This design comes from an exercise in tuning for small area, a short achievable clock period and few clock cycles per item on the open sky130 flow, not from production work.
Function was checked by simulation only, so behaviour that the tests miss may differ from the original.
No activity file was given, so power comes from the tool's default toggle rates.

File: flow/sameregs.py
# sameregs.py A.v B.v: exit 0 when both netlists hold the same flip-flops
# (instance names and cell types), else 1.
import re, sys
def regs(path):
    text = open(path).read()
    return sorted(re.findall(r'^\s*(sky130_fd_sc_hd__(?:df|edf|sdf|dl)\w*)\s+(\\\S+|\w+)\s*\(', text, re.M), key=lambda t: t[1])
a, b = regs(sys.argv[1]), regs(sys.argv[2])
print(f"{len(a)} registers in {sys.argv[1]}, {len(b)} in {sys.argv[2]}")
if a != b:
    for x in sorted(set(a) ^ set(b))[:20]:
        print("differs:", x)
    sys.exit(1)
print("same registers")
File: constraint.sdc
create_clock -name core_clock -period 8.0 [get_ports {clk}]
set_input_delay 1.6000 -clock core_clock [delete_from_list [all_inputs] [get_ports {clk}]]
set_output_delay 1.6000 -clock core_clock [all_outputs]
set_load 0.01 [all_outputs]
File: flow/abc.script
strash
dch -f
amap
File: standard.sh
#!/bin/bash
# synth_recipe.tcl (not shown) runs the flow's synth.tcl, then flattens the netlist and writes it again
# the make line also repeats each setting of config.mk as NAME=value (left out here)
make -C /OpenROAD-flow-scripts/flow DESIGN_CONFIG=/design/flow/config.mk WORK_HOME=/design/flow/orfs CLKGATE_MAP_FILE= SYNTH_SCRIPT=/design/flow/synth_recipe.tcl "${@:-finish}"
File: design.v
`timescale 1ns/100ps
package conv_pkg;
    typedef logic signed [7:0] int8_t;
    typedef logic [16-1:0] bf16_t;
    typedef logic [9:0] smag_t;
    typedef logic [4*16-1:0] chunk_t;
    function automatic smag_t step1(input logic [7:0] v);
        logic [6:0] m;
        m = v[7] ? ((v[6:0] == 7'd0) ? 7'h7F : (~v[6:0] + 7'd1)) : v[6:0];
        step1 = {2'b00, v[7], m};
    endfunction
    function automatic smag_t step2(input smag_t t);
        logic z4;
        z4 = (t[6:3] == 4'd0);
        step2 = {1'b0, z4, t[7], z4 ? {t[2:0], 4'd0} : t[6:0]};
    endfunction
    function automatic smag_t step3(input smag_t t);
        logic z2;
        z2 = (t[6:5] == 2'd0);
        step3 = {z2, t[8], t[7], z2 ? {t[4:0], 2'd0} : t[6:0]};
    endfunction
    function automatic smag_t step4(input smag_t t);
        logic z1;
        z1 = !t[6];
        step4 = {t[9], t[8], t[7], z1, z1 ? {t[4:0], 1'b0} : t[5:0]};
    endfunction
    function automatic bf16_t finish(input smag_t t);
        logic z4, z2, z1, s;
        logic [7:0] e;
        z2 = t[9]; z4 = t[8]; s = t[7]; z1 = t[6];
        e[7]   = !(z4 && z2);
        e[6:3] = {4{z4 && z2 && !z1}};
        e[2]   = !(z4 ^ z2) && !(z4 && z2 && z1);
        e[1]   = z2 && !(z4 && z1);
        e[0]   = !z1;
        finish = {s, e, t[5:0], 1'b0};
    endfunction
    function automatic smag_t steps(input smag_t t, input int from, input int to);
        smag_t r;
        r = t;
        if (from < 2 && to >= 2) r = step2(r);
        if (from < 3 && to >= 3) r = step3(r);
        if (from < 4 && to >= 4) r = step4(r);
        steps = r;
    endfunction
endpackage
`timescale 1ns/100ps
module int8_to_smag #(parameter int CUT = 2)
(
    input  conv_pkg::int8_t value,
    output conv_pkg::smag_t smag
);
    assign smag = conv_pkg::steps(conv_pkg::step1(value), 1, CUT);
endmodule
module smag_to_bf16 #(parameter int CUT = 2)
(
    input  conv_pkg::smag_t smag,
    output conv_pkg::bf16_t result
);
    assign result = conv_pkg::finish(conv_pkg::steps(smag, CUT, 4));
endmodule
`timescale 1ns/100ps
module line_assembler
(
    input  logic                  half_sel,
    input  logic [64-1:0] mem_data_in,
    output conv_pkg::smag_t [3:0] smag
);
    logic [64/2-1:0] half;
    assign half = half_sel ? mem_data_in[64-1:64/2]
                           : mem_data_in[64/2-1:0];
    for (genvar i = 0; i < 4; i++) begin : g_lane
        int8_to_smag u_smag (
            .value (half[i*8 +: 8]),
            .smag  (smag[i])
        );
    end
endmodule
`timescale 1ns/100ps
module tile_buffer
(
    input  logic                  clk,
    input  conv_pkg::smag_t [3:0] smag_in,
    output logic [64-1:0] res_data_out
);
    conv_pkg::smag_t [3:0] smag_q;
    always_ff @(posedge clk)
        smag_q <= smag_in;
    for (genvar i = 0; i < 4; i++) begin : g_lane
        smag_to_bf16 u_conv (
            .smag   (smag_q[i]),
            .result (res_data_out[i*16 +: 16])
        );
    end
endmodule
`timescale 1ns/100ps
module tile_word_counter
(
    input  logic       clk,
    input  logic       rd_active,
    output logic [5:0] rd_word,
    output logic [5:0] wr_word,
    output logic       rd_last
);
    logic [6:0] seq;
    logic       fb;
    assign fb = seq[5] ^ seq[4] ^ (seq[4:0] == 5'd0);
    always_ff @(posedge clk) begin
        if (!rd_active)
            seq <= '0;
        else
            seq <= {seq[5:0], fb};
    end
    assign rd_word = seq[5:0];
    assign wr_word = seq[6:1];
    assign rd_last = (seq[5:0] == 6'b100000);
endmodule
`timescale 1ns/100ps
module tile_ctrl_fsm
(
    input  logic     clk,
    input  logic     rst,
    input  logic     comp_enb,
    input  logic     rd_last,
    output logic     rd_active,
    output logic     wr_active,
    output logic     busy,
    output logic     done
);
    always_ff @(posedge clk) begin
        if (rst) begin
            rd_active <= 1'b0;
            wr_active <= 1'b0;
        end else begin
            if (rd_active)
                rd_active <= !rd_last;
            else
                rd_active <= comp_enb && !wr_active;    
            wr_active <= rd_active;
        end
    end
    assign busy = rd_active;
    assign done = wr_active && !rd_active;    
endmodule
`timescale 1ns/100ps
module tile_convert_top
(
    input  logic                   clk,
    input  logic                   rst,
    input  logic                   comp_enb,
    output logic                   busy,
    output logic                   done,
    output logic [16-1:0] mem_addr,
    output logic                   mem_read_enb,
    input  logic [64-1:0]  mem_data_in,
    output logic [16-1:0] res_addr,
    output logic [64-1:0]  res_data_out,
    output logic                   res_write_enb
);
    logic                  rd_active;
    logic                  wr_active;
    logic                  rd_last;
    logic [5:0]            rd_word;
    logic [5:0]            wr_word;
    conv_pkg::smag_t [3:0] smag;
    tile_ctrl_fsm u_fsm (
        .clk       (clk),
        .rst       (rst),
        .comp_enb  (comp_enb),
        .rd_last   (rd_last),
        .rd_active (rd_active),
        .wr_active (wr_active),
        .busy      (busy),
        .done      (done)
    );
    tile_word_counter u_counter (
        .clk       (clk),
        .rd_active (rd_active),
        .rd_word   (rd_word),
        .wr_word   (wr_word),
        .rd_last   (rd_last)
    );
    line_assembler u_assembler (
        .half_sel    (rd_word[0]),
        .mem_data_in (mem_data_in),
        .smag        (smag)
    );
    tile_buffer u_buffer (
        .clk          (clk),
        .smag_in      (smag),
        .res_data_out (res_data_out)
    );
    assign mem_addr      = {11'd0, rd_word[5:1]};
    assign res_addr      = {10'd0, wr_word};
    assign mem_read_enb  = rd_active;
    assign res_write_enb = wr_active;
endmodule
File: flow/run.sh
#!/bin/bash
# Standard layout with three changes:
#  - synthesis maps the logic with ABC's area script replaced by abc.script,
#    and without the adder extraction (ADDER_MAP_FILE empty); everything else,
#    register names included, is the standard synthesis; the run stops with
#    an error if its registers differ from the standard synthesis's;
#  - the port buffers are made from the smallest buffer cell.
# Each tool's output goes to a log of its own in this folder.
set -euo pipefail
here=$(pwd)
res=$here/orfs/results/$FLOW_PLATFORM/tile_convert_top/base

# The standard synthesis, kept for its registers
bash standard.sh synth > synth_standard.log 2>&1
cp $res/1_2_yosys.v $here/standard_synth.v
rm -rf $here/orfs

# ORFS's scripts with the area ABC script replaced
cp -r $FLOW_HOME/scripts $here/scripts
cp $here/flow/abc.script $here/scripts/abc_area.script
bash standard.sh synth SCRIPTS_DIR=$here/scripts ABC_AREA=1 ADDER_MAP_FILE= > synth.log 2>&1
python3 $here/flow/sameregs.py $here/standard_synth.v $res/1_2_yosys.v > sameregs.log 2>&1

export BUFFER_PORTS_ARGS="-buffer_cell sky130_fd_sc_hd__buf_1"
export CTS_ARGS="-sink_clustering_enable -repair_clock_nets -dont_use_dummy_load"
bash standard.sh finish > standard.log 2>&1
File: config.mk
export PLATFORM = sky130hd
export DESIGN_NAME = tile_convert_top
export DESIGN_NICKNAME = tile_convert_top
export VERILOG_FILES = /design/flow/design.v
export SDC_FILE = /design/flow/constraint.sdc
export NUM_CORES = 4
export LEC_CHECK = 0
export CAP_MARGIN = 20
export CORE_MARGIN = 2
export CORE_UTILIZATION = 40
export SETUP_SLACK_MARGIN = 4.5
export SLEW_MARGIN = 20
==> qor.yml, run 1 <==
finish:
  finish.net_count: 557
  final-instance-count-excl-fill: 568
  fin_util: 0.4844
  antenna_cells_inserted: 0
  synthToLayoutAreaGrowth_pct: 19.09
  layout.cells.most_common: "sky130_fd_sc_hd__buf_1"
  leading_cell_types_in_the_layout_fill_and_taps_excluded: "sky130_fd_sc_hd__buf_1 (141), sky130_fd_sc_hd__nor2_1 (59), sky130_fd_sc_hd__dfxtp_1 (44)"
  final_layout_size_suffix_gt1_frac: 0.04508
setup_path:
  crit_chain: "nor2_2 -> a21oi_2 -> clkinv_1 -> o22a_1 -> buf_1"
  path_max_fanout: 11
  critical_path.slowest_cell: "sky130_fd_sc_hd__a21oi_2"
  cp_data_required_time_ns: 6.40
  critical-path-max-stage-delay_ns: 0.38
  worst-setup-path-type: "reg -> out"
  worstSetupStartpointType: "flop"
  setup.worst_path.end_class: "output port"
  worstPathArrival_ns: 1.72
cts:
  postCtsSetupRepairBufs: 0
  numCtsBuffers: 5
  clock-sinks: 45
  clkSlewWorstSetupHoldPaths_ns: 0.09
  h-tree-depth: 2
  clk_root_buffer_cell: "sky130_fd_sc_hd__clkbuf_8"
  tritoncts: "yes"
  cts_buffer_depth: 2
  insertion_delay_ns: 0.30
drt:
  dr_total_vias: 2871
  route.met3.wl_um: 367
  drt-met1-wl_mm: 2.844
  drt.antenna.violating_nets: 0
  post_drt_wl_per_cell_um: 11.43
  drt_first_iter_violations: 69
  route.met2.wl_mm: 3.180
  highest_layer: "met4"
  drt_pre_antenna_iters: 4
  vias_per_cell: 5.055
  remaining_drc_errors: 0
  wirelength_mm: 6.493
grt:
  grt_pass1_wl_mm: 10.39
  first_global_vias: 2423
  grtUsageTotal: 0.1675
  pin_count_of_the_biggest_net_entering_global_routing: 35
  number_of_antenna_violations_at_the_first_check_in_global_routing: 0
  grt_overflow: 0
synth:
  synth_sequential_area_ratio: 0.3297
  netlist_area_mm2: 0.002733
  post_synth_inst_count: 365
  yosys.area.top_type_share: 0.3297
  yosysWarnings: 5
  yosys.cell_types.count: 28
  postSynthAreaPerCell_um2: 7.487
  yosys_register_bits: 45
  netlist.top_cell.by_area: "sky130_fd_sc_hd__dfxtp_1"
  synthTopCellsByArea: "sky130_fd_sc_hd__dfxtp_1 (33%), sky130_fd_sc_hd__buf_4 (13%), sky130_fd_sc_hd__o22a_1 (9.0%)"
timing:
  maxSlewHeadroom: 0.4830
  final_period_minus_worst_setup_slack_ns: 3.320
  setup_repair_after_global_routing_missed_its_margin: "yes"
  max_freq_mhz: 301.2
  fin_tns_setup_ns: 0
  final_max_slew_viol_count: 0
  tightestPinTransition_ns: 0.7755
  final_hold_vio_count: 0
  final-setup-viol-count: 0
  finalCritPeriodShare: 0.4149
  timing.clock.skew_ns: 0.02917
power_and_ir_drop:
  power-per-cell-area_mw_per_mm2: 234.8
  cellLeakagePower_nw: 1.170
  power.ir.vdd_worst_v: 0.00009544
floorplanning:
  die_x_um: 86.66
  boundaryPins: 167
  fp.dieArea_mm2: 0.007509
  fp.coreArea_mm2: 0.006719
  rows: 30
  start_util: 0.4067
  chipHeight_um: 86.66
placed_design:
  placed_cells: 563
  half_perimeter_wire_length_of_the_detailed_placement_result_mm: 5.245
  place_congestion: 0.8267
  portBuffers: 141
flow_run:
  timing.max_cap.violations: 0
status:
  status: "timing/DRC/antenna clean"
worst_hold_path:
  hold_path.class: "reg -> reg"
[cells by family after synthesis]
logic type	share of synthesized area
and+or+nand+nor	0.1671
AOI/OAI and AO/OA	0.3260
buffers and inverters	0.1758
DFF	0.3297
other	0.001372
[cell usage after synthesis]
cell type                    n
sky130_fd_sc_hd__nor2_1     65
sky130_fd_sc_hd__buf_4      47
sky130_fd_sc_hd__dfxtp_1    45
sky130_fd_sc_hd__o22ai_1    35
sky130_fd_sc_hd__clkinv_1   34
sky130_fd_sc_hd__o22a_1     28
sky130_fd_sc_hd__a21oi_1    24
sky130_fd_sc_hd__o21ai_0    17
sky130_fd_sc_hd__nand2_1    15
sky130_fd_sc_hd__a211oi_1   10
sky130_fd_sc_hd__nor2b_1     9
sky130_fd_sc_hd__nand3_1     8
sky130_fd_sc_hd__nor3_1      4
sky130_fd_sc_hd__and3_1      3
sky130_fd_sc_hd__o32a_1      3
sky130_fd_sc_hd__a311oi_1    2
sky130_fd_sc_hd__o211ai_1    2
sky130_fd_sc_hd__o21bai_1    2
sky130_fd_sc_hd__o311a_1     2
sky130_fd_sc_hd__o31ai_1     2
sky130_fd_sc_hd__a2111oi_0   1
sky130_fd_sc_hd__a211o_1     1
sky130_fd_sc_hd__a21o_1      1
sky130_fd_sc_hd__and2_0      1
sky130_fd_sc_hd__conb_1      1
sky130_fd_sc_hd__nand4b_1    1
sky130_fd_sc_hd__nor4_1      1
sky130_fd_sc_hd__o32ai_1     1
[timing repair]
item                       CTS  global route
setup endpoints to repair   48            49
hold buffers                 0             0
gates resized for setup      7            19
hold endpoints to repair     0             0
[flip-flops by register name, indices dropped and copies added, names as in the netlist]
signal           cells
u_buffer.smag_q     36
u_fsm.rd_active      1
u_counter.seq        7
u_fsm.wr_active      1
[stage by stage]
stage               hold WS (ns)  instance area, µm²  total power, W  worst slack, ns
finish                    0.5043                3254       0.0007641            4.680
global route              0.5234                3254       0.0008242            4.461
CTS                       0.5092                3188       0.0007576            4.514
detailed placement        0.4943                3099       0.0006311            3.572
global placement          0.4896                3099       0.0006286            3.763
floorplan                 0.5040                2823       0.0005480            4.512
[worst max-delay path: cells and delay by family (launching register included)]
family | cells | cell delay (ns)
compound gates | 2 | 0.60
buf+inv | 2 | 0.38
flops | 1 | 0.36
simple gates | 1 | 0.10
[layer usage]
layer | GRT usage | vias up
met3 | 0.03048 | 8
li1 | - | 1503
met1 | 0.2046 | 1257
met2 | 0.2972 | 103
met4 | 0.05256 | 0
met5 | 0 | -
[power by group]
| group | internal (W) | switching [W] | leakage (nW) |
|---|---|---|---|
| Clock | 0.0000563 | 0.0000649 | 0.0359 |
| Sequential | 0.000262 | 0.0000298 | 0.376 |
| Combinational | 0.000138 | 0.000212 | 0.758 |
| Total | 0.000457 | 0.000307 | 1.17 |
[worst paths after layout]
path | from | endpoint | slack (ns) | cells after the start
setup / recovery | u_buffer.smag_q[36] | res_data_out[51] | 4.68 | 5
hold reg to reg | u_counter.seq[3] | u_counter.seq[4] | 0.50 | 1
hold / removal | u_counter.seq[3] | u_counter.seq[4] | 0.50 | 1
setup reg to reg | u_counter.seq[0] | u_buffer.smag_q[10] | 4.95 | 11
[area by class of cell]
cell class / count / area, µm²
fillers: 722 / 3465
multi-input cells: 263 / 1524
inverters: 34 / 130.1
repair buffers: 141 / 529.3
flip-flops and latches: 45 / 902.1
well taps: 80 / 100.1
clock buffers: 5 / 68.82
Testbench counts, summed over its fixed seeds: cycles 4,224, tiles 64.
==> run 2, diff against run 1 <==
--- a/config.mk
+++ b/config.mk
@@ -8,5 +8,5 @@
 export CAP_MARGIN = 20
 export CORE_MARGIN = 2
 export CORE_UTILIZATION = 40
-export SETUP_SLACK_MARGIN = 4.5
+export SETUP_SLACK_MARGIN = 4.7
 export SLEW_MARGIN = 20
==> qor.yml, run 2 <==
status:
  status: "timing/DRC/antenna clean"
timing:
  max_freq_mhz: 313.2
  final-setup-viol-count: 0
  final_max_slew_viol_count: 0
  finalCritPeriodShare: 0.3991
  final_period_minus_worst_setup_slack_ns: 3.193
  tightestPinTransition_ns: 0.8182
  maxSlewHeadroom: 0.4546
  setup_repair_after_global_routing_missed_its_margin: "yes"
  final_hold_vio_count: 0
  fin_tns_setup_ns: 0
  timing.clock.skew_ns: 0.01592
  postLayoutSetupSlackWorst_ns: 4.807
grt:
  number_of_antenna_violations_at_the_first_check_in_global_routing: 0
  grtUsageTotal: 0.1617
  first_global_vias: 2272
  pin_count_of_the_biggest_net_entering_global_routing: 35
  grt_pass1_wl_mm: 9.894
  grt_overflow: 0
power_and_ir_drop:
  cellLeakagePower_nw: 1.254
  power-per-cell-area_mw_per_mm2: 231.1
  power.ir.vdd_worst_v: 0.00008199
synth:
  yosysWarnings: 5
  yosys_register_bits: 45
  synth_sequential_area_ratio: 0.3297
  yosysMostFrequentCell: "sky130_fd_sc_hd__nor2_1"
  postSynth.asyncResetShare: 0
  synthTopCellsByArea: "sky130_fd_sc_hd__dfxtp_1 (33%), sky130_fd_sc_hd__buf_4 (13%), sky130_fd_sc_hd__o22a_1 (9.0%)"
  post_synth_inst_count: 365
  synth_flop_cell: "sky130_fd_sc_hd__dfxtp_1"
  postSynthAreaPerCell_um2: 7.487
  synth_enable_flop_cells: 0
  yosys.area.top_type_share: 0.3297
  netlist.top_cell.by_area: "sky130_fd_sc_hd__dfxtp_1"
  netlist_area_mm2: 0.002733
  yosys.cell_types.count: 28
  synth.cells.most_frequent: "sky130_fd_sc_hd__nor2_1 (65), sky130_fd_sc_hd__buf_4 (47), sky130_fd_sc_hd__dfxtp_1 (45)"
cts:
  numCtsBuffers: 5
  insertion_delay_ns: 0.29
  clk_root_buffer_cell: "sky130_fd_sc_hd__clkbuf_8"
  tritoncts: "yes"
  clock-sinks: 45
  cts_buffer_depth: 2
  clkSlewWorstSetupHoldPaths_ns: 0.08
  h-tree-depth: 2
finish:
  final-seq-area_um2: 900.9
  final_layout_size_suffix_gt1_frac: 0.09658
  multiInputGateArea_mm2: 0.001628
  biggestRegsByFlops: "u_buffer.smag_q: 36 flops, u_counter.seq: 7 flops"
  antenna_cells_inserted: 0
  layout.cells.most_common: "sky130_fd_sc_hd__buf_1"
  synthToLayoutAreaGrowth_pct: 25.32
  finish.net_count: 566
  final.fill_count: 686
  leading_cell_types_in_the_layout_fill_and_taps_excluded: "sky130_fd_sc_hd__buf_1 (141), sky130_fd_sc_hd__nor2_1 (59), sky130_fd_sc_hd__dfxtp_1 (45)"
  largest_register: "u_buffer.smag_q"
  largest_register_ff_count: 36
  final-instance-count-excl-fill: 577
setup_path:
  critical-path-max-stage-delay_ns: 0.37
  critical_path.top_delay_family: "compound AO/OA/AOI/OAI gates"
  worstSetupStartpointType: "flop"
  crit_chain: "nor2_4 -> a21oi_4 -> buf_4 -> o32a_1 -> buf_1"
  regToRegSetupSlack_ns: 5.31
  crit_path_start: "u_buffer.smag_q[36]"
  cp_data_required_time_ns: 6.40
  worstPathBufferInverterCount: 2
  reg2reg_from: "u_counter.seq[0]"
  worst-setup-path-type: "reg -> out"
  path_max_fanout: 8
  setup.worst_path.end_class: "output port"
  worstPathArrival_ns: 1.59
  critical_path.slowest_cell: "sky130_fd_sc_hd__dfxtp_1"
worst_hold_path:
  hold_path.class: "reg -> reg"
  worstHoldStart: "u_counter.seq[5]"
placed_design:
  place_congestion: 0.8081
  placement.setup.worst_slack_ns: 4.425
  placed_cells: 564
  half_perimeter_wire_length_of_the_detailed_placement_result_mm: 4.950
  portBuffers: 141
drt:
  post_drt_wl_per_cell_um: 11.24
  drt.antenna.violating_nets: 0
  drt_first_iter_violations: 78
  vias_per_cell: 4.976
  wirelength_mm: 6.485
  drt_pre_antenna_iters: 4
  dr_total_vias: 2871
  remaining_drc_errors: 0
flow_run:
  timing.max_cap.violations: 0
floorplanning:
  die_x_um: 86.66
  fp.dieArea_mm2: 0.007509
  chipHeight_um: 86.66
  fp.coreArea_mm2: 0.006719
  boundaryPins: 167
  rows: 30
  start_util: 0.4067
[run 2: what timing repair did]
item                                   in CTS  in global routing
hold buffers                                0                  0
endpoints found under the hold margin       0                  0
setup endpoints to repair                  47                 44
pin swaps                                   0                  5
setup buffers                               0                  8
gates resized for setup                    16                 31
[run 2: stage by stage]
stage	cell area [µm²]	utilization	total power [W]	hold slack, ns
detailed placement	3110	0.4629	0.0006322	0.4884
CTS	3254	0.4844	0.0007714	0.4995
finish	3425	0.5097	0.0007914	0.4924
global route	3425	0.5097	0.0008573	0.5236
floorplan	2826	-	0.0005483	0.5040
global placement	3110	0.4629	0.0006301	0.4811
[run 2: final cells by class]
class	count	share of cell area
clock buffer	5	0.02010
inverter	34	0.03800
multi-input combinational	263	0.4753
sequential	45	0.2631
tap	80	0.02923
timing repair buffer	150	0.1743
[run 2: metal layers]
metal	vias to the layer above	share of wire	global-route usage
li1	1520	-	-
met3	6	0.049	0.02762
met4	0	0.011	0.05398
met5	-	0	0
met2	96	0.48	0.2727
met1	1249	0.46	0.2093
[run 2: worst paths after layout]
| check | end | cells past startpoint |
|---|---|---|
| max | res_data_out[54] | 5 |
| min | u_counter.seq[6] | 2 |
| max reg2reg | u_buffer.smag_q[0] | 13 |
| min reg2reg | u_counter.seq[6] | 2 |
[run 2: report_power, final]
group	internal [W]	switching, W	leakage (nW)
sequential	0.000262	0.0000282	0.376
clock	0.0000562	0.0000628	0.0359
combinational	0.000155	0.000226	0.842
[run 2: tightest hold or removal path: stages (launching register included)]
cell and delay, ns:
sky130_fd_sc_hd__dfxtp_1 0.32, sky130_fd_sc_hd__clkinv_1 0.08, sky130_fd_sc_hd__nor2_1 0.05
[run 2: cell families (layout without fill, tap and decap cells)]
family | Yosys count | count (layout) | synth area share
AOI/OAI and AO/OA | 131 | 131 | 0.3260
and+or+nand+nor | 107 | 107 | 0.1671
buffers and inverters | 81 | 189 | 0.1758
DFF | 45 | 45 | 0.3297
other | 1 | 25 | 0.001372
==> run 3, diff against run 2 <==
--- a/config.mk
+++ b/config.mk
@@ -8,5 +8,5 @@
 export CAP_MARGIN = 20
 export CORE_MARGIN = 2
 export CORE_UTILIZATION = 40
-export SETUP_SLACK_MARGIN = 4.7
+export SETUP_SLACK_MARGIN = 4.85
 export SLEW_MARGIN = 20
==> qor.yml, run 3 <==
grt:
  number_of_antenna_violations_at_the_first_check_in_global_routing: 0
  first_global_vias: 2559
  grt_overflow: 0
  grt_pass1_wl_mm: 10.91
  pin_count_of_the_biggest_net_entering_global_routing: 35
  grtUsageTotal: 0.1783
finish:
  final_layout_size_suffix_gt1_frac: 0.1690
  antenna_cells_inserted: 0
  synthToLayoutAreaGrowth_pct: 32.69
  leading_cell_types_in_the_layout_fill_and_taps_excluded: "sky130_fd_sc_hd__buf_1 (136), sky130_fd_sc_hd__nor2_1 (56), sky130_fd_sc_hd__dfxtp_1 (40)"
  biggestRegsByFlops: "u_buffer.smag_q: 36 flops, u_counter.seq: 7 flops"
  layout.cells.most_common: "sky130_fd_sc_hd__buf_1"
  largest_register_ff_count: 36
  finish.net_count: 578
  largest_register: "u_buffer.smag_q"
drt:
  wirelength_mm: 7.138
  remaining_drc_errors: 0
  drt_pre_antenna_iters: 4
  drt_first_iter_violations: 56
  dr_total_vias: 3018
  vias_per_cell: 5.124
  post_drt_wl_per_cell_um: 12.12
  drt.antenna.violating_nets: 0
cts:
  insertion_delay_ns: 0.30
  cts_buffer_depth: 2
  clkSlewWorstSetupHoldPaths_ns: 0.09
  clk_root_buffer_cell: "sky130_fd_sc_hd__clkbuf_8"
  clock-sinks: 45
  tritoncts: "yes"
  numCtsBuffers: 5
  h-tree-depth: 2
synth:
  synth_sequential_area_ratio: 0.3297
  postSynth.asyncResetShare: 0
  netlist_area_mm2: 0.002733
  post_synth_xor_xnor_area: 0
  area_share_of_fa_ha_maj_cells_after_synthesis: 0
  synth_top_family_by_area: "compound AO/OA/AOI/OAI gates"
  share_of_the_synthesized_area_in_compound_gates_ao_oa_aoi_oai: 0.3260
  synth.mux.area_fraction: 0
  postSynthAreaPerCell_um2: 7.487
  yosys.area.top_type_share: 0.3297
  synth_enable_flop_cells: 0
  post_synth_inst_count: 365
  yosys_register_bits: 45
  synth_simple_gate_area_share: 0.1671
  netlist.top_cell.by_area: "sky130_fd_sc_hd__dfxtp_1"
  yosysMostFrequentCell: "sky130_fd_sc_hd__nor2_1"
  synth_flop_cell: "sky130_fd_sc_hd__dfxtp_1"
  synth.cells.most_frequent: "sky130_fd_sc_hd__nor2_1 (65), sky130_fd_sc_hd__buf_4 (47), sky130_fd_sc_hd__dfxtp_1 (45)"
  yosys.cell_types.count: 28
  synthTopCellsByArea: "sky130_fd_sc_hd__dfxtp_1 (33%), sky130_fd_sc_hd__buf_4 (13%), sky130_fd_sc_hd__o22a_1 (9.0%)"
  yosysWarnings: 5
floorplanning:
  rows: 30
  boundaryPins: 167
  start_util: 0.4067
  chipHeight_um: 86.66
  fp.dieArea_mm2: 0.007509
  fp.coreArea_mm2: 0.006719
  die_x_um: 86.66
worst_hold_path:
  hold_path_depth: 2
  hold-path-endpoint: "u_counter.seq[6]"
  hold_path.class: "reg -> reg"
  worstHoldStart: "u_counter.seq[5]"
setup_path:
  crit-reg2reg-capture: "u_buffer.smag_q[21]"
  cp_data_required_time_ns: 6.40
  setup.worst_path.end_class: "output port"
  path_max_fanout: 6
  worstSetupStartpointType: "flop"
  worst-r2r-cell-count: 11
  regToRegSetupSlack_ns: 5.20
  worst-setup-path-type: "reg -> out"
  worstPathArrival_ns: 1.51
  reg2reg_from: "u_counter.seq[0]"
timing:
  final_max_slew_viol_count: 0
  final_period_minus_worst_setup_slack_ns: 3.113
  setup_repair_after_global_routing_missed_its_margin: "yes"
  tightestPinTransition_ns: 0.8512
  finalCritPeriodShare: 0.3892
  maxSlewHeadroom: 0.4325
  max_freq_mhz: 321.2
  timing.clock.skew_ns: 0.01792
  final-setup-viol-count: 0
  postLayoutSetupSlackWorst_ns: 4.887
  fin_hold_ws_ns: 0.4870
  fin_tns_setup_ns: 0
  final_hold_vio_count: 0
placed_design:
  placement.setup.worst_slack_ns: 4.452
  place_congestion: 0.8213
  half_perimeter_wire_length_of_the_detailed_placement_result_mm: 5.232
  portBuffers: 141
flow_run:
  timing.max_cap.violations: 0
power_and_ir_drop:
  power-per-cell-area_mw_per_mm2: 229.6
  power.ir.vdd_worst_v: 0.00006961
  cellLeakagePower_nw: 1.354
status:
  status: "timing/DRC/antenna clean"
[run 3: cell counts after synthesis]
No cell type changed its count.
[run 3: routing by layer]
layer  routed length [µm]  GRT usage
met5                    0          0
met4                   57    0.04403
met3                  410    0.03714
met2                 3795     0.3315
met1                 2876     0.2070
[run 3: kinds of logic after synthesis]
family                 Yosys count
other                            1
AOI/OAI and AO/OA              131
buffers and inverters           81
and+or+nand+nor                107
DFF                             45
[run 3: through the flow]
step,area [µm²],std cells,util,power [W]
4_1_cts,3401,575,0.5061,0.0007969
6_report,3626,589,0.5397,0.0008326
5_1_grt,3626,589,0.5397,0.0009011
3_3_place_gp,3167,563,0.4713,0.0006354
3_5_place_dp,3167,563,0.4713,0.0006377
2_1_floorplan,2890,389,-,0.0005536
[run 3: repair_timing]
| item | in CTS | in global routing |
|---|---|---|
| endpoints found under the hold margin | 0 | 0 |
| gates resized for setup | 26 | 43 |
| buffers inserted | 7 | 13 |
| pin swaps | 5 | 13 |
| gates cloned | 0 | 1 |
| endpoints found under the setup margin | 80 | 64 |
| hold buffers | 0 | 0 |
[run 3: worst max-delay path by stage]
stage	start	endpoint	slack [ns]	cells after the start
5_1_grt	mem_data_in[0]	u_buffer.smag_q[0]	4.81	12
6_report	u_buffer.smag_q[16]	res_data_out[22]	4.89	5
3_5_place_dp	mem_data_in[8]	u_buffer.smag_q[10]	4.45	11
2_1_floorplan	mem_data_in[24]	u_buffer.smag_q[30]	4.85	12
3_3_place_gp	mem_data_in[16]	u_buffer.smag_q[21]	4.49	12
4_1_cts	mem_data_in[7]	u_buffer.smag_q[0]	4.83	10
[run 3: critical path, cell delays in order, from the launching register on]
cell	delay [ns]
sky130_fd_sc_hd__dfxtp_4	0.36
sky130_fd_sc_hd__nor2_4	0.22
sky130_fd_sc_hd__a21oi_4	0.10
sky130_fd_sc_hd__buf_6	0.13
sky130_fd_sc_hd__o32a_1	0.28
sky130_fd_sc_hd__buf_2	0.14
[run 3: cell type report]
cell class / instances / area (µm²)
flip-flops and latches: 45 / 912.1
well taps: 80 / 100.1
fillers: 671 / 3093
clock buffers: 5 / 68.82
repair buffers: 162 / 698.2
multi-input cells: 263 / 1705
inverters: 34 / 141.4
[run 3: power breakdown]
part	switching, W	total [W]	internal [W]	leakage (nW)
registers	0.0000340	0.000298	0.000264	0.377
clock network	0.0000664	0.000123	0.0000563	0.0359
logic	0.000234	0.000412	0.000178	0.942
total	0.000335	0.000833	0.000498	1.35
==> run 4, diff against run 3 <==
--- a/flow/run.sh
+++ b/flow/run.sh
@@ -22,5 +22,5 @@
 python3 $here/flow/sameregs.py $here/standard_synth.v $res/1_2_yosys.v > sameregs.log 2>&1
 
 export BUFFER_PORTS_ARGS="-buffer_cell sky130_fd_sc_hd__buf_1"
-export CTS_ARGS="-sink_clustering_enable -repair_clock_nets -dont_use_dummy_load"
+export CTS_ARGS="-sink_clustering_enable -repair_clock_nets -dont_use_dummy_load -sink_clustering_size 50 -sink_clustering_max_diameter 300"
 bash standard.sh finish > standard.log 2>&1
--- a/config.mk
+++ b/config.mk
@@ -8,5 +8,5 @@
 export CAP_MARGIN = 20
 export CORE_MARGIN = 2
 export CORE_UTILIZATION = 40
-export SETUP_SLACK_MARGIN = 4.85
+export SETUP_SLACK_MARGIN = 4.5
 export SLEW_MARGIN = 20
==> qor.yml, run 4 <==
cts:
  h-tree-depth: 2
  postCtsHoldBufs: 0
  insertion_delay_ns: 0.30
  clkSlewWorstSetupHoldPaths_ns: 0.09
  clk_root_buffer_cell: "sky130_fd_sc_hd__clkbuf_8"
  postCtsSetupRepairBufs: 0
  cts_buffer_depth: 2
  clock-sinks: 45
  tritoncts: "yes"
  numCtsBuffers: 5
synth:
  synth_simple_gate_area_share: 0.1671
  synth_flop_cell: "sky130_fd_sc_hd__dfxtp_1"
  area_share_of_fa_ha_maj_cells_after_synthesis: 0
  post_synth_xor_xnor_area: 0
  yosys.area.top_type_share: 0.3297
  yosysMostFrequentCell: "sky130_fd_sc_hd__nor2_1"
  postSynth.asyncResetShare: 0
  synth_enable_flop_cells: 0
  yosysWarnings: 5
  yosys_register_bits: 45
  synthTopCellsByArea: "sky130_fd_sc_hd__dfxtp_1 (33%), sky130_fd_sc_hd__buf_4 (13%), sky130_fd_sc_hd__o22a_1 (9.0%)"
  synth_top_family_by_area: "compound AO/OA/AOI/OAI gates"
  synth_sequential_area_ratio: 0.3297
  yosys.cell_types.count: 28
  netlist_area_mm2: 0.002733
  post_synth_inst_count: 365
  synth.mux.area_fraction: 0
  postSynthAreaPerCell_um2: 7.487
  synth.cells.most_frequent: "sky130_fd_sc_hd__nor2_1 (65), sky130_fd_sc_hd__buf_4 (47), sky130_fd_sc_hd__dfxtp_1 (45)"
  netlist.top_cell.by_area: "sky130_fd_sc_hd__dfxtp_1"
  share_of_the_synthesized_area_in_compound_gates_ao_oa_aoi_oai: 0.3260
floorplanning:
  rows: 30
  die_x_um: 86.66
  fp.coreArea_mm2: 0.006719
  boundaryPins: 167
  start_util: 0.4067
  fp.dieArea_mm2: 0.007509
  chipHeight_um: 86.66
timing:
  finalCritPeriodShare: 0.4149
  final_hold_vio_count: 0
  maxSlewHeadroom: 0.4830
  max_freq_mhz: 301.2
  final_max_slew_viol_count: 0
  postLayoutSetupSlackWorst_ns: 4.680
  timing.clock.skew_ns: 0.02917
  setup_repair_after_global_routing_missed_its_margin: "yes"
  fin_tns_setup_ns: 0
  tightestPinTransition_ns: 0.7755
  final_period_minus_worst_setup_slack_ns: 3.320
  final-setup-viol-count: 0
setup_path:
  worst-setup-path-type: "reg -> out"
  worstSetupStartpointType: "flop"
  worstPathArrival_ns: 1.72
  cp_data_required_time_ns: 6.40
  setup.worst_path.end_class: "output port"
  path_max_fanout: 11
finish:
  synthToLayoutAreaGrowth_pct: 19.09
  final-seq-area_um2: 902.1
  finish.net_count: 557
  largest_register: "u_buffer.smag_q"
  layout.cell_area.non_filler_mm2: 0.003254
  largest_register_ff_count: 36
  layout.cells.most_common: "sky130_fd_sc_hd__buf_1"
  antenna_cells_inserted: 0
  final_layout_size_suffix_gt1_frac: 0.04508
  leading_cell_types_in_the_layout_fill_and_taps_excluded: "sky130_fd_sc_hd__buf_1 (141), sky130_fd_sc_hd__nor2_1 (59), sky130_fd_sc_hd__dfxtp_1 (44)"
  final.fill_count: 722
  multiInputGateArea_mm2: 0.001524
  biggestRegsByFlops: "u_buffer.smag_q: 36 flops, u_counter.seq: 7 flops"
  fin_util: 0.4844
drt:
  drt_first_iter_violations: 69
  vias_per_cell: 5.055
  wirelength_mm: 6.493
  drt_pre_antenna_iters: 4
  post_drt_wl_per_cell_um: 11.43
  remaining_drc_errors: 0
  drt.antenna.violating_nets: 0
  dr_total_vias: 2871
grt:
  grt_pass1_wl_mm: 10.39
  number_of_antenna_violations_at_the_first_check_in_global_routing: 0
  pin_count_of_the_biggest_net_entering_global_routing: 35
  grt_overflow: 0
  grtUsageTotal: 0.1675
  first_global_vias: 2423
power_and_ir_drop:
  p_int_w: 0.0004570
  power-per-cell-area_mw_per_mm2: 234.8
  p_sw_w: 0.0003071
  switching_share: 0.4019
  p_comb_frac: 0.459
  power.share.clock: 0.159
  cellLeakagePower_nw: 1.170
  power.ir.vdd_worst_v: 0.00009544
  finalPower_w: 0.0007641
  sequential_power_share: 0.383
placed_design:
  placement.setup.worst_slack_ns: 3.572
  portBuffers: 141
  placed_area_mm2: 0.003099
  place_congestion: 0.8267
  half_perimeter_wire_length_of_the_detailed_placement_result_mm: 5.245
worst_hold_path:
  hold_path.class: "reg -> reg"
flow_run:
  timing.max_cap.violations: 0
status:
  status: "timing/DRC/antenna clean"
## run 4: cell counts after synthesis
No cell type changed its count.
## run 4: worst paths after layout
| kind | from | endpoint | slack (ns) | cells past startpoint |
|---|---|---|---|---|
| max reg2reg | u_counter.seq[0] | u_buffer.smag_q[10] | 4.95 | 11 |
| min | u_counter.seq[3] | u_counter.seq[4] | 0.50 | 1 |
| min reg2reg | u_counter.seq[3] | u_counter.seq[4] | 0.50 | 1 |
| max | u_buffer.smag_q[36] | res_data_out[51] | 4.68 | 5 |
## run 4: timing repair
action	4_1_cts	5_1_grt
setup endpoints to repair	48	49
hold endpoints to repair	0	0
cloned	0	0
gates resized for setup	7	19
## run 4: cell families (layout without fill, tap and decap cells)
| kind of cell | after synthesis | in the layout |
|---|---|---|
| AND/OR/NAND/NOR | 107 | 107 |
| AO/OA/AOI/OAI | 131 | 131 |
| flip-flops | 45 | 45 |
| buffers and inverters | 81 | 180 |
| other | 1 | 25 |
## run 4: routing by layer
metal | part of all wire | wire [µm] | global-route usage
met1 | 0.44 | 2844 | 0.2046
met2 | 0.49 | 3180 | 0.2972
met3 | 0.057 | 367 | 0.03048
met4 | 0.015 | 100 | 0.05256
met5 | 0 | 0 | 0
## run 4: critical path: stages, from the launching register on
cell and delay (ns):
sky130_fd_sc_hd__dfxtp_1 0.36, sky130_fd_sc_hd__nor2_2 0.10, sky130_fd_sc_hd__a21oi_2 0.38, sky130_fd_sc_hd__clkinv_1 0.25
sky130_fd_sc_hd__o22a_1 0.22, sky130_fd_sc_hd__buf_1 0.13
## run 4: area by class of cell
class	count	share of cell area
clock buffer	5	0.02115
inverter	34	0.03998
multi-input combinational	263	0.4683
tap	80	0.03076
timing repair buffer	141	0.1626
sequential	45	0.2772
## run 4: per-stage QoR
stage,hold slack [ns],instances
after global placement,0.4896,563
after floorplan,0.5040,389
after detailed placement,0.4943,563
final,0.5043,568
after CTS,0.5092,568
after global routing,0.5234,568
## run 4: power by group through the flow
stage | Combinational (W) | Clock, W | Sequential, W
floorplan | 0.000264 | 0 | 0.000284
global placement | 0.000338 | 0 | 0.000290
detailed placement | 0.000341 | 0 | 0.000290
CTS | 0.000345 | 0.000125 | 0.000288
global route | 0.000392 | 0.000135 | 0.000297
finish | 0.000351 | 0.000121 | 0.000292
==> run 5, diff against run 4 <==
--- a/flow/run.sh
+++ b/flow/run.sh
@@ -22,5 +22,4 @@
 python3 $here/flow/sameregs.py $here/standard_synth.v $res/1_2_yosys.v > sameregs.log 2>&1
 
 export BUFFER_PORTS_ARGS="-buffer_cell sky130_fd_sc_hd__buf_1"
-export CTS_ARGS="-sink_clustering_enable -repair_clock_nets -dont_use_dummy_load -sink_clustering_size 50 -sink_clustering_max_diameter 300"
 bash standard.sh finish > standard.log 2>&1
==> qor.yml, run 5 <==
status:
  status: "timing/DRC/antenna clean"
synth:
  synthTopCellsByArea: "sky130_fd_sc_hd__dfxtp_1 (33%), sky130_fd_sc_hd__buf_4 (13%), sky130_fd_sc_hd__o22a_1 (9.0%)"
  yosys.cell_types.count: 28
  yosys_register_bits: 45
  synth_sequential_area_ratio: 0.3297
  synth_enable_flop_cells: 0
  post_synth_inst_count: 365
  yosysMostFrequentCell: "sky130_fd_sc_hd__nor2_1"
  netlist_area_mm2: 0.002733
  synth_flop_cell: "sky130_fd_sc_hd__dfxtp_1"
  postSynth.asyncResetShare: 0
  yosysWarnings: 5
  netlist.top_cell.by_area: "sky130_fd_sc_hd__dfxtp_1"
  postSynthAreaPerCell_um2: 7.487
  synth.cells.most_frequent: "sky130_fd_sc_hd__nor2_1 (65), sky130_fd_sc_hd__buf_4 (47), sky130_fd_sc_hd__dfxtp_1 (45)"
  yosys.area.top_type_share: 0.3297
cts:
  h-tree-depth: 2
  clk_root_buffer_cell: "sky130_fd_sc_hd__clkbuf_8"
  cts_buffer_depth: 2
  clock-sinks: 45
  postCtsSetupRepairBufs: 0
  postCtsHoldBufs: 0
  numCtsBuffers: 5
  tritoncts: "yes"
  post_cts_resize_count: 7
  clkSlewWorstSetupHoldPaths_ns: 0.09
  insertion_delay_ns: 0.30
setup_path:
  setup.worst_path.end_class: "output port"
  path_max_fanout: 11
  cp_data_required_time_ns: 6.40
  worstPathArrival_ns: 1.74
  worstSetupStartpointType: "flop"
  worst-setup-path-type: "reg -> out"
drt:
  drt.antenna.violating_nets: 0
  remaining_drc_errors: 0
  wirelength_mm: 6.503
  drt_pre_antenna_iters: 4
  drt_first_iter_violations: 69
  post_drt_wl_per_cell_um: 11.39
  vias_per_cell: 5.028
  dr_total_vias: 2871
finish:
  largest_register_ff_count: 36
  final_layout_size_suffix_gt1_frac: 0.04888
  antenna_cells_inserted: 0
  finish.net_count: 557
  largest_register: "u_buffer.smag_q"
  layout.cells.most_common: "sky130_fd_sc_hd__buf_1"
  synthToLayoutAreaGrowth_pct: 20.51
  leading_cell_types_in_the_layout_fill_and_taps_excluded: "sky130_fd_sc_hd__buf_1 (141), sky130_fd_sc_hd__nor2_1 (60), sky130_fd_sc_hd__dfxtp_1 (44)"
  biggestRegsByFlops: "u_buffer.smag_q: 36 flops, u_counter.seq: 7 flops"
  fin_util: 0.4901
  layout.cell_area.non_filler_mm2: 0.003293
floorplanning:
  chipHeight_um: 86.66
  die_x_um: 86.66
  rows: 30
  fp.coreArea_mm2: 0.006719
  fp.dieArea_mm2: 0.007509
  boundaryPins: 167
  start_util: 0.4067
grt:
  first_global_vias: 2432
  grt_pass1_wl_mm: 10.45
  grtUsageTotal: 0.1685
  pin_count_of_the_biggest_net_entering_global_routing: 35
  number_of_antenna_violations_at_the_first_check_in_global_routing: 0
  grt_overflow: 0
placed_design:
  place_congestion: 0.8267
  placed_area_mm2: 0.003099
  half_perimeter_wire_length_of_the_detailed_placement_result_mm: 5.245
  portBuffers: 141
timing:
  fin_hold_ws_ns: 0.5071
  final_hold_vio_count: 0
  maxSlewHeadroom: 0.5373
  final_max_slew_viol_count: 0
  tightestPinTransition_ns: 0.6941
  setup_repair_after_global_routing_missed_its_margin: "yes"
  fin_tns_setup_ns: 0
  finalCritPeriodShare: 0.4169
  max_freq_mhz: 299.8
  timing.clock.skew_ns: 0.01491
  final_period_minus_worst_setup_slack_ns: 3.335
  final-setup-viol-count: 0
power_and_ir_drop:
  power-per-cell-area_mw_per_mm2: 246.7
  power.ir.vdd_worst_v: 0.00009546
  power.share.clock: 0.210
  sequential_power_share: 0.359
  p_comb_frac: 0.431
  cellLeakagePower_nw: 1.189
  p_sw_w: 0.0003187
  switching_share: 0.3923
  p_int_w: 0.0004937
flow_run:
  timing.max_cap.violations: 0
worst_hold_path:
  hold_path.class: "reg -> reg"
run 5: cell types whose count changed in the layout (fill, tap and decap cells not counted):
cell,before,now
sky130_fd_sc_hd__bufinv_16,0,1
sky130_fd_sc_hd__clkinv_4,0,1
sky130_fd_sc_hd__clkinvlp_4,0,1
sky130_fd_sc_hd__nor2_1,59,60
sky130_fd_sc_hd__nor2_4,3,2
sky130_fd_sc_hd__o21ai_0,15,17
sky130_fd_sc_hd__o21ai_1,2,0
run 5: routing by layer:
layer | track usage | vias up | wire length [µm]
met4 | 0.05256 | 0 | 100
met1 | 0.2063 | 1259 | 2868
met3 | 0.03048 | 8 | 346
li1 | - | 1508 | -
met2 | 0.2986 | 96 | 3187
met5 | 0 | - | 0
run 5: layout make-up:
class	instances	area, µm²
Timing Repair Buffer	141	529.3
Clock buffer	5	68.82
Sequential cell	45	902.1
Fill cell	718	3426
Inverter	34	130.1
Clock inverter	3	46.29
Multi-Input combinational cell	263	1516
Tap cell	80	100.1
run 5: final timing paths:
kind / startpoint / endpoint / slack [ns] / cells past startpoint
max: u_buffer.smag_q[36] / res_data_out[51] / 4.66 / 5
min: u_counter.seq[3] / u_counter.seq[4] / 0.51 / 1
max reg2reg: u_counter.seq[0] / u_buffer.smag_q[10] / 4.97 / 11
min reg2reg: u_counter.seq[3] / u_counter.seq[4] / 0.51 / 1
run 5: logic make-up (layout without fill, tap and decap cells):
| logic type | count (synthesis) | after routing | synth area share |
|---|---|---|---|
| flip-flops | 45 | 45 | 0.3297 |
| other | 1 | 25 | 0.001372 |
| AO/OA/AOI/OAI | 131 | 131 | 0.3260 |
| AND/OR/NAND/NOR | 107 | 107 | 0.1671 |
| buffers and inverters | 81 | 183 | 0.1758 |
run 5: worst max-delay path, stage by stage, from the launching register on:
cell and delay [ns]:
sky130_fd_sc_hd__dfxtp_1 0.37, sky130_fd_sc_hd__nor2_2 0.10, sky130_fd_sc_hd__a21oi_2 0.38, sky130_fd_sc_hd__clkinv_1 0.25, sky130_fd_sc_hd__o22a_1 0.22, sky130_fd_sc_hd__buf_1 0.13
run 5: metrics by stage:
| stage | instances | total power (W) | worst slack [ns] |
|---|---|---|---|
| after floorplan | 389 | 0.0005480 | 4.512 |
| after global placement | 563 | 0.0006286 | 3.763 |
| after detailed placement | 563 | 0.0006311 | 3.572 |
| after CTS | 571 | 0.0008074 | 4.514 |
| after global routing | 571 | 0.0008746 | 4.438 |
| final | 571 | 0.0008125 | 4.665 |
run 5: power groups by stage:
stage               registers, W  clock network, W  logic [W]
finish                  0.000292          0.000170   0.000350
global route            0.000297          0.000187   0.000391
CTS                     0.000287          0.000175   0.000345
detailed placement      0.000290                 0   0.000341
global placement        0.000290                 0   0.000338
floorplan               0.000284                 0   0.000264
==> run 6, diff against run 5 <==
--- a/flow/run.sh
+++ b/flow/run.sh
@@ -1,10 +1,12 @@
 #!/bin/bash
-# Standard layout with three changes:
+# Standard layout with these changes:
 #  - synthesis maps the logic with ABC's area script replaced by abc.script,
 #    and without the adder extraction (ADDER_MAP_FILE empty); everything else,
 #    register names included, is the standard synthesis; the run stops with
 #    an error if its registers differ from the standard synthesis's;
-#  - the port buffers are made from the smallest buffer cell.
+#  - the port buffers are made from the smallest buffer cell;
+#  - clock tree synthesis inserts no dummy loads and uses clkbuf_4 only;
+#  - one tie cell drives all constant outputs.
 # Each tool's output goes to a log of its own in this folder.
 set -euo pipefail
 here=$(pwd)
@@ -22,4 +24,6 @@
 python3 $here/flow/sameregs.py $here/standard_synth.v $res/1_2_yosys.v > sameregs.log 2>&1
 
 export BUFFER_PORTS_ARGS="-buffer_cell sky130_fd_sc_hd__buf_1"
+export CTS_ARGS="-sink_clustering_enable -repair_clock_nets -dont_use_dummy_load -buf_list sky130_fd_sc_hd__clkbuf_4"
+export SKIP_REPAIR_TIE_FANOUT=1
 bash standard.sh finish > standard.log 2>&1
==> qor.yml, run 6 <==
status:
  status: "timing/DRC/antenna clean"
cts:
  insertion_delay_ns: 0.34
  clock-sinks: 45
  numCtsBuffers: 5
  tritoncts: "yes"
  clkSlewWorstSetupHoldPaths_ns: 0.12
  clk_root_buffer_cell: "sky130_fd_sc_hd__clkbuf_4"
  postCtsHoldBufs: 0
  cts_buffer_depth: 2
  h-tree-depth: 2
  post_cts_resize_count: 8
  postCtsSetupRepairBufs: 0
grt:
  number_of_antenna_violations_at_the_first_check_in_global_routing: 0
  first_global_vias: 2382
  pin_count_of_the_biggest_net_entering_global_routing: 34
  grtUsageTotal: 0.1719
  grt_overflow: 0
  grt_pass1_wl_mm: 10.48
finish:
  final_layout_size_suffix_gt1_frac: 0.03433
  largest_register_ff_count: 36
  antenna_cells_inserted: 0
  finish.net_count: 535
  final.fill_count: 718
  layout.cells.most_common: "sky130_fd_sc_hd__buf_1"
  synthToLayoutAreaGrowth_pct: 15.16
  multiInputGateArea_mm2: 0.001429
  leading_cell_types_in_the_layout_fill_and_taps_excluded: "sky130_fd_sc_hd__buf_1 (141), sky130_fd_sc_hd__nor2_1 (60), sky130_fd_sc_hd__dfxtp_1 (45)"
  biggestRegsByFlops: "u_buffer.smag_q: 36 flops, u_counter.seq: 7 flops"
  final-seq-area_um2: 900.9
  largest_register: "u_buffer.smag_q"
synth:
  postSynth.asyncResetShare: 0
  yosys.area.top_type_share: 0.3297
  post_synth_inst_count: 365
  postSynthAreaPerCell_um2: 7.487
  synth_flop_cell: "sky130_fd_sc_hd__dfxtp_1"
  yosys.cell_types.count: 28
  synthTopCellsByArea: "sky130_fd_sc_hd__dfxtp_1 (33%), sky130_fd_sc_hd__buf_4 (13%), sky130_fd_sc_hd__o22a_1 (9.0%)"
  netlist.top_cell.by_area: "sky130_fd_sc_hd__dfxtp_1"
  synth_sequential_area_ratio: 0.3297
  yosys_register_bits: 45
  yosysWarnings: 5
  synth.cells.most_frequent: "sky130_fd_sc_hd__nor2_1 (65), sky130_fd_sc_hd__buf_4 (47), sky130_fd_sc_hd__dfxtp_1 (45)"
  yosysMostFrequentCell: "sky130_fd_sc_hd__nor2_1"
  synth_enable_flop_cells: 0
  netlist_area_mm2: 0.002733
timing:
  timing.clock.skew_ns: 0.009552
  fin_tns_setup_ns: 0
  final_hold_vio_count: 0
  fin_hold_ws_ns: 0.5125
  max_freq_mhz: 298.1
  final_period_minus_worst_setup_slack_ns: 3.354
  setup_repair_after_global_routing_missed_its_margin: "no"
  final_max_slew_viol_count: 0
  maxSlewHeadroom: 0.5192
  final-setup-viol-count: 0
  finalCritPeriodShare: 0.4193
  tightestPinTransition_ns: 0.7212
floorplanning:
  start_util: 0.4067
  chipHeight_um: 86.66
  boundaryPins: 167
  die_x_um: 86.66
  fp.dieArea_mm2: 0.007509
  rows: 30
  fp.coreArea_mm2: 0.006719
worst_hold_path:
  hold_path_depth: 2
  hold_path.class: "reg -> reg"
power_and_ir_drop:
  cellLeakagePower_nw: 1.087
  power-per-cell-area_mw_per_mm2: 236.2
  power.ir.vdd_worst_v: 0.00007067
placed_design:
  portBuffers: 141
  half_perimeter_wire_length_of_the_detailed_placement_result_mm: 5.130
  place_congestion: 0.8619
drt:
  dr_total_vias: 2795
  drt_first_iter_violations: 62
  wirelength_mm: 6.502
  remaining_drc_errors: 0
  post_drt_wl_per_cell_um: 11.91
  vias_per_cell: 5.119
  drt_pre_antenna_iters: 4
  drt.antenna.violating_nets: 0
flow_run:
  timing.max_cap.violations: 0
setup_path:
  worst-setup-path-type: "reg -> out"
  worstSetupStartpointType: "flop"
  worstPathArrival_ns: 1.75
  path_max_fanout: 11
  worst-r2r-cell-count: 13
  cp_data_required_time_ns: 6.40
  setup.worst_path.end_class: "output port"
==> run 6: cell count changes in the layout (fill, tap and decap cells not counted), moves of 2 or more <==
cell / previous run / this run
sky130_fd_sc_hd__nor2_2: 3 / 1
sky130_fd_sc_hd__a21oi_2: 2 / 0
sky130_fd_sc_hd__conb_1: 25 / 1
sky130_fd_sc_hd__nor2_4: 2 / 4
sky130_fd_sc_hd__clkbuf_8: 5 / 0
sky130_fd_sc_hd__o22ai_2: 3 / 0
sky130_fd_sc_hd__o22ai_1: 32 / 35
sky130_fd_sc_hd__a21oi_4: 2 / 4
sky130_fd_sc_hd__clkbuf_4: 0 / 5
==> run 6: power by group <==
part	switching (W)	total [W]	internal (W)
clock	0.0000622	0.0000917	0.0000295
sequential	0.0000272	0.000289	0.000262
combinational	0.000221	0.000362	0.000141
total	0.000311	0.000743	0.000433
==> run 6: kinds of logic after synthesis <==
family                 count (synthesis)  synth area share
AO/OA/AOI/OAI                        131            0.3260
buffers and inverters                 81            0.1758
flip-flops                            45            0.3297
other                                  1          0.001372
AND/OR/NAND/NOR                      107            0.1671
==> run 6: worst paths after layout <==
check	from	end	slack [ns]
hold / removal	u_counter.seq[5]	u_counter.seq[6]	0.51
hold reg to reg	u_counter.seq[5]	u_counter.seq[6]	0.51
setup reg to reg	u_counter.seq[0]	u_buffer.smag_q[0]	4.90
setup / recovery	u_buffer.smag_q[16]	res_data_out[20]	4.65
==> run 6: layout make-up <==
type | instances | area share
Sequential cell | 45 | 0.2863
Clock buffer | 5 | 0.01193
Timing Repair Buffer | 143 | 0.1753
Tap cell | 80 | 0.03181
Multi-Input combinational cell | 239 | 0.4541
Inverter | 34 | 0.04056
==> run 6: through the flow <==
| stage | std cells | setup WS [ns] | power (W) | instance area, µm² | utilization |
|---|---|---|---|---|---|
| 6_report | 546 | 4.646 | 0.0007433 | 3147 | 0.4683 |
| 5_1_grt | 546 | 4.495 | 0.0008060 | 3147 | 0.4683 |
| 4_1_cts | 545 | 4.539 | 0.0007365 | 3079 | 0.4583 |
| 3_5_place_dp | 540 | 4.331 | 0.0006366 | 3017 | 0.4490 |
| 3_3_place_gp | 540 | 4.379 | 0.0006349 | 3017 | 0.4490 |
| 2_1_floorplan | 365 | 4.512 | 0.0005480 | 2733 | - |
==> run 6: worst max-delay path, cell delays in order, from the launching register on <==
cell                       delay, ns
sky130_fd_sc_hd__dfxtp_1        0.45
sky130_fd_sc_hd__nor2_4         0.10
sky130_fd_sc_hd__a21oi_4        0.29
sky130_fd_sc_hd__clkinv_1       0.21
sky130_fd_sc_hd__o22a_1         0.22
sky130_fd_sc_hd__buf_1          0.14
==> run 6: metal layers <==
layer | part of all wire | vias to the layer above | track usage
li1 | - | 1484 | -
met1 | 0.44 | 1212 | 0.2123
met2 | 0.50 | 91 | 0.3028
met3 | 0.049 | 8 | 0.02667
met4 | 0.015 | 0 | 0.05966
met5 | 0 | - | 0
==> run 7, diff against run 6 <==
--- a/config.mk
+++ b/config.mk
@@ -7,6 +7,6 @@
 export LEC_CHECK = 0
 export CAP_MARGIN = 20
 export CORE_MARGIN = 2
-export CORE_UTILIZATION = 40
+export CORE_UTILIZATION = 65
 export SETUP_SLACK_MARGIN = 4.5
 export SLEW_MARGIN = 20
==> qor.yml, run 7 <==
status:
  status: "timing/DRC/antenna clean"
placed_design:
  placement.setup.worst_slack_ns: 4.329
  placed_area_mm2: 0.002979
  portBuffers: 141
  place_congestion: 0.9275
  placed_cells: 510
  half_perimeter_wire_length_of_the_detailed_placement_result_mm: 5.096
synth:
  synthTopCellsByArea: "sky130_fd_sc_hd__dfxtp_1 (33%), sky130_fd_sc_hd__buf_4 (13%), sky130_fd_sc_hd__o22a_1 (9.0%)"
  synth_enable_flop_cells: 0
  area_share_of_fa_ha_maj_cells_after_synthesis: 0
  netlist_area_mm2: 0.002733
  synth.cells.most_frequent: "sky130_fd_sc_hd__nor2_1 (65), sky130_fd_sc_hd__buf_4 (47), sky130_fd_sc_hd__dfxtp_1 (45)"
  synth.mux.area_fraction: 0
  postSynth.asyncResetShare: 0
  yosys_register_bits: 45
  synth_top_family_by_area: "compound AO/OA/AOI/OAI gates"
  post_synth_xor_xnor_area: 0
  synth_sequential_area_ratio: 0.3297
  yosys.cell_types.count: 28
  postSynthAreaPerCell_um2: 7.487
  yosysMostFrequentCell: "sky130_fd_sc_hd__nor2_1"
  synth_simple_gate_area_share: 0.1671
  yosys.area.top_type_share: 0.3297
  post_synth_inst_count: 365
  share_of_the_synthesized_area_in_compound_gates_ao_oa_aoi_oai: 0.3260
  synth_flop_cell: "sky130_fd_sc_hd__dfxtp_1"
  yosysWarnings: 5
  netlist.top_cell.by_area: "sky130_fd_sc_hd__dfxtp_1"
timing:
  postLayoutSetupSlackWorst_ns: 4.662
  final_max_slew_viol_count: 0
  maxSlewHeadroom: 0.5424
  tightestPinTransition_ns: 0.6864
  max_freq_mhz: 299.6
  fin_tns_setup_ns: 0
  final_period_minus_worst_setup_slack_ns: 3.338
  setup_repair_after_global_routing_missed_its_margin: "no"
  finalCritPeriodShare: 0.4172
  final_hold_vio_count: 0
  final-setup-viol-count: 0
  timing.clock.skew_ns: 0.01359
floorplanning:
  fp.dieArea_mm2: 0.004739
  fp.coreArea_mm2: 0.004029
  die_x_um: 68.84
  rows: 23
  boundaryPins: 167
  start_util: 0.6783
  chipHeight_um: 68.84
power_and_ir_drop:
  p_sw_w: 0.0003125
  power-per-cell-area_mw_per_mm2: 239.1
  switching_share: 0.4197
  power.share.clock: 0.122
  sequential_power_share: 0.392
  finalPower_w: 0.0007445
  p_int_w: 0.0004320
  p_comb_frac: 0.487
  cellLeakagePower_nw: 1.083
  power.ir.vdd_worst_v: 0.0001527
cts:
  h-tree-depth: 2
  insertion_delay_ns: 0.35
  clock-sinks: 45
  numCtsBuffers: 5
  postCtsSetupRepairBufs: 0
  clk_root_buffer_cell: "sky130_fd_sc_hd__clkbuf_4"
  cts_buffer_depth: 2
  tritoncts: "yes"
  clkSlewWorstSetupHoldPaths_ns: 0.10
setup_path:
  critical-path-max-stage-delay_ns: 0.46
  path_max_fanout: 11
  worst-r2r-cell-count: 12
  worstPathArrival_ns: 1.74
  critical_path.slowest_cell: "sky130_fd_sc_hd__dfxtp_1"
  cp_data_required_time_ns: 6.40
  worstSetupStartpointType: "flop"
  setup.worst_path.end_class: "output port"
  worst-setup-path-type: "reg -> out"
  crit_chain: "nor2_4 -> a21oi_4 -> clkinv_1 -> o22a_1 -> buf_1"
finish:
  antenna_cells_inserted: 0
  final-instance-count-excl-fill: 515
  finish.net_count: 534
  final.fill_count: 336
  final_layout_size_suffix_gt1_frac: 0.04301
  layout.cell_area.non_filler_mm2: 0.003114
  synthToLayoutAreaGrowth_pct: 13.97
  layout.cells.most_common: "sky130_fd_sc_hd__buf_1"
  biggestRegsByFlops: "u_buffer.smag_q: 36 flops, u_counter.seq: 7 flops"
  largest_register_ff_count: 36
  largest_register: "u_buffer.smag_q"
  leading_cell_types_in_the_layout_fill_and_taps_excluded: "sky130_fd_sc_hd__buf_1 (141), sky130_fd_sc_hd__nor2_1 (60), sky130_fd_sc_hd__dfxtp_1 (45)"
drt:
  vias_per_cell: 5.656
  dr_total_vias: 2913
  drt.antenna.violating_nets: 0
  drt_first_iter_violations: 192
  post_drt_wl_per_cell_um: 12.70
  drt_pre_antenna_iters: 4
  remaining_drc_errors: 0
  wirelength_mm: 6.540
grt:
  number_of_antenna_violations_at_the_first_check_in_global_routing: 0
  first_global_vias: 2297
  grt_overflow: 0
  pin_count_of_the_biggest_net_entering_global_routing: 34
  grt_pass1_wl_mm: 9.825
  grtUsageTotal: 0.2786
worst_hold_path:
  hold_path_depth: 2
  hold_path.class: "reg -> reg"
flow_run:
  timing.max_cap.violations: 0
[run 7: cells by family after synthesis]
kind of cell           after synthesis
AOI/OAI and AO/OA                  131
and+or+nand+nor                    107
buffers and inverters               81
DFF                                 45
other                                1
[run 7: routing by layer]
layer	track usage	share of wire	vias to the layer above
li1	-	-	1480
met4	0.1299	0.028	0
met5	0	0	-
met1	0.3259	0.40	1283
met3	0.05682	0.067	16
met2	0.4868	0.50	134
[run 7: power by group through the flow]
stage	Combinational [W]	Sequential [W]	Clock, W
finish	0.000362	0.000292	0.0000905
global route	0.000413	0.000295	0.000102
CTS	0.000354	0.000284	0.0000921
detailed placement	0.000349	0.000286	0
global placement	0.000343	0.000285	0
floorplan	0.000264	0.000284	0
[run 7: path summary, 6_finish.rpt]
check	startpoint	to	slack [ns]
worst max-delay path	u_buffer.smag_q[36]	res_data_out[53]	4.66
worst min-delay path	u_counter.seq[5]	u_counter.seq[6]	0.50
worst max register to register	u_counter.seq[0]	u_buffer.smag_q[1]	5.01
worst min register to register	u_counter.seq[5]	u_counter.seq[6]	0.50
[run 7: timing repair]
item                       CTS  global route
setup endpoints to repair   24            44
cloned                       0             0
resized for setup            8            14
hold buffers                 0             0
pin swaps                    0             1
[run 7: area by class of cell]
class | count | area [µm²] | share of cell area
Multi-Input combinational cell | 239 | 1445 | 0.4640
Inverter | 34 | 131.4 | 0.04219
Timing Repair Buffer | 142 | 536.8 | 0.1724
Tap cell | 50 | 62.56 | 0.02009
Clock buffer | 5 | 37.54 | 0.01205
Sequential cell | 45 | 900.9 | 0.2893
[run 7: stage by stage]
step	utilization	hold slack, ns
after global placement	0.7394	0.4808
after floorplan	-	0.5040
after global routing	0.7730	0.5235
after detailed placement	0.7394	0.4870
final	0.7730	0.4973
after CTS	0.7550	0.5044
[run 7: worst max-delay path: cells and delay by family (launching register included)]
kind,cells,cell delay (ns)
AOI/OAI and AO/OA,2,0.50
and+or+nand+nor,1,0.11
DFF,1,0.46
buffers and inverters,2,0.34

[what the ideal ports hide]
The results above use ideal ports. As a check the final layouts listed here were re-extracted and re-timed, cells and wires unchanged. Step 1 (the two cells are an assumption about what drives the block):
set clk [get_ports {clk}]
set_driving_cell -lib_cell sky130_fd_sc_hd__clkbuf_16 $clk
set_driving_cell -lib_cell sky130_fd_sc_hd__buf_2 [delete_from_list [all_inputs] $clk]
Step 2 moves the port delays by t, midway between the first and last clock arrival at a register: inputs arrive t later, outputs are due t later. That takes back most of the time a late clock gives input paths. Slacks: ideal ports / drivers / drivers and shift; pairs: ideal ports / drivers.
| run | shift t [ns] | slack for setup (ns) | worst setup path after step 2 | latest minus earliest clock arrival (ns) | slew at the worst register clock pin (ns) |
|---|---|---|---|---|---|
| run 1 | 0.316 | 4.680 / 4.652 / 4.396 | input to register | 0.029 / 0.030 | 0.09 / 0.09 |
| run 2 | 0.311 | 4.807 / 4.778 / 4.585 | input to register | 0.021 / 0.022 | 0.08 / 0.08 |
| run 3 | 0.315 | 4.887 / 4.859 / 4.650 | input to register | 0.019 / 0.019 | 0.09 / 0.09 |
| run 4 | 0.316 | 4.680 / 4.652 / 4.396 | input to register | 0.029 / 0.030 | 0.09 / 0.09 |
| run 5 | 0.324 | 4.665 / 4.636 / 4.418 | input to register | 0.015 / 0.016 | 0.09 / 0.09 |
| run 6 | 0.362 | 4.646 / 4.620 / 4.406 | input to register | 0.017 / 0.017 | 0.12 / 0.12 |
| run 7 | 0.365 | 4.662 / 4.636 / 4.381 | input to register | 0.020 / 0.020 | 0.12 / 0.12 |
After both steps every run listed still meets setup and hold.
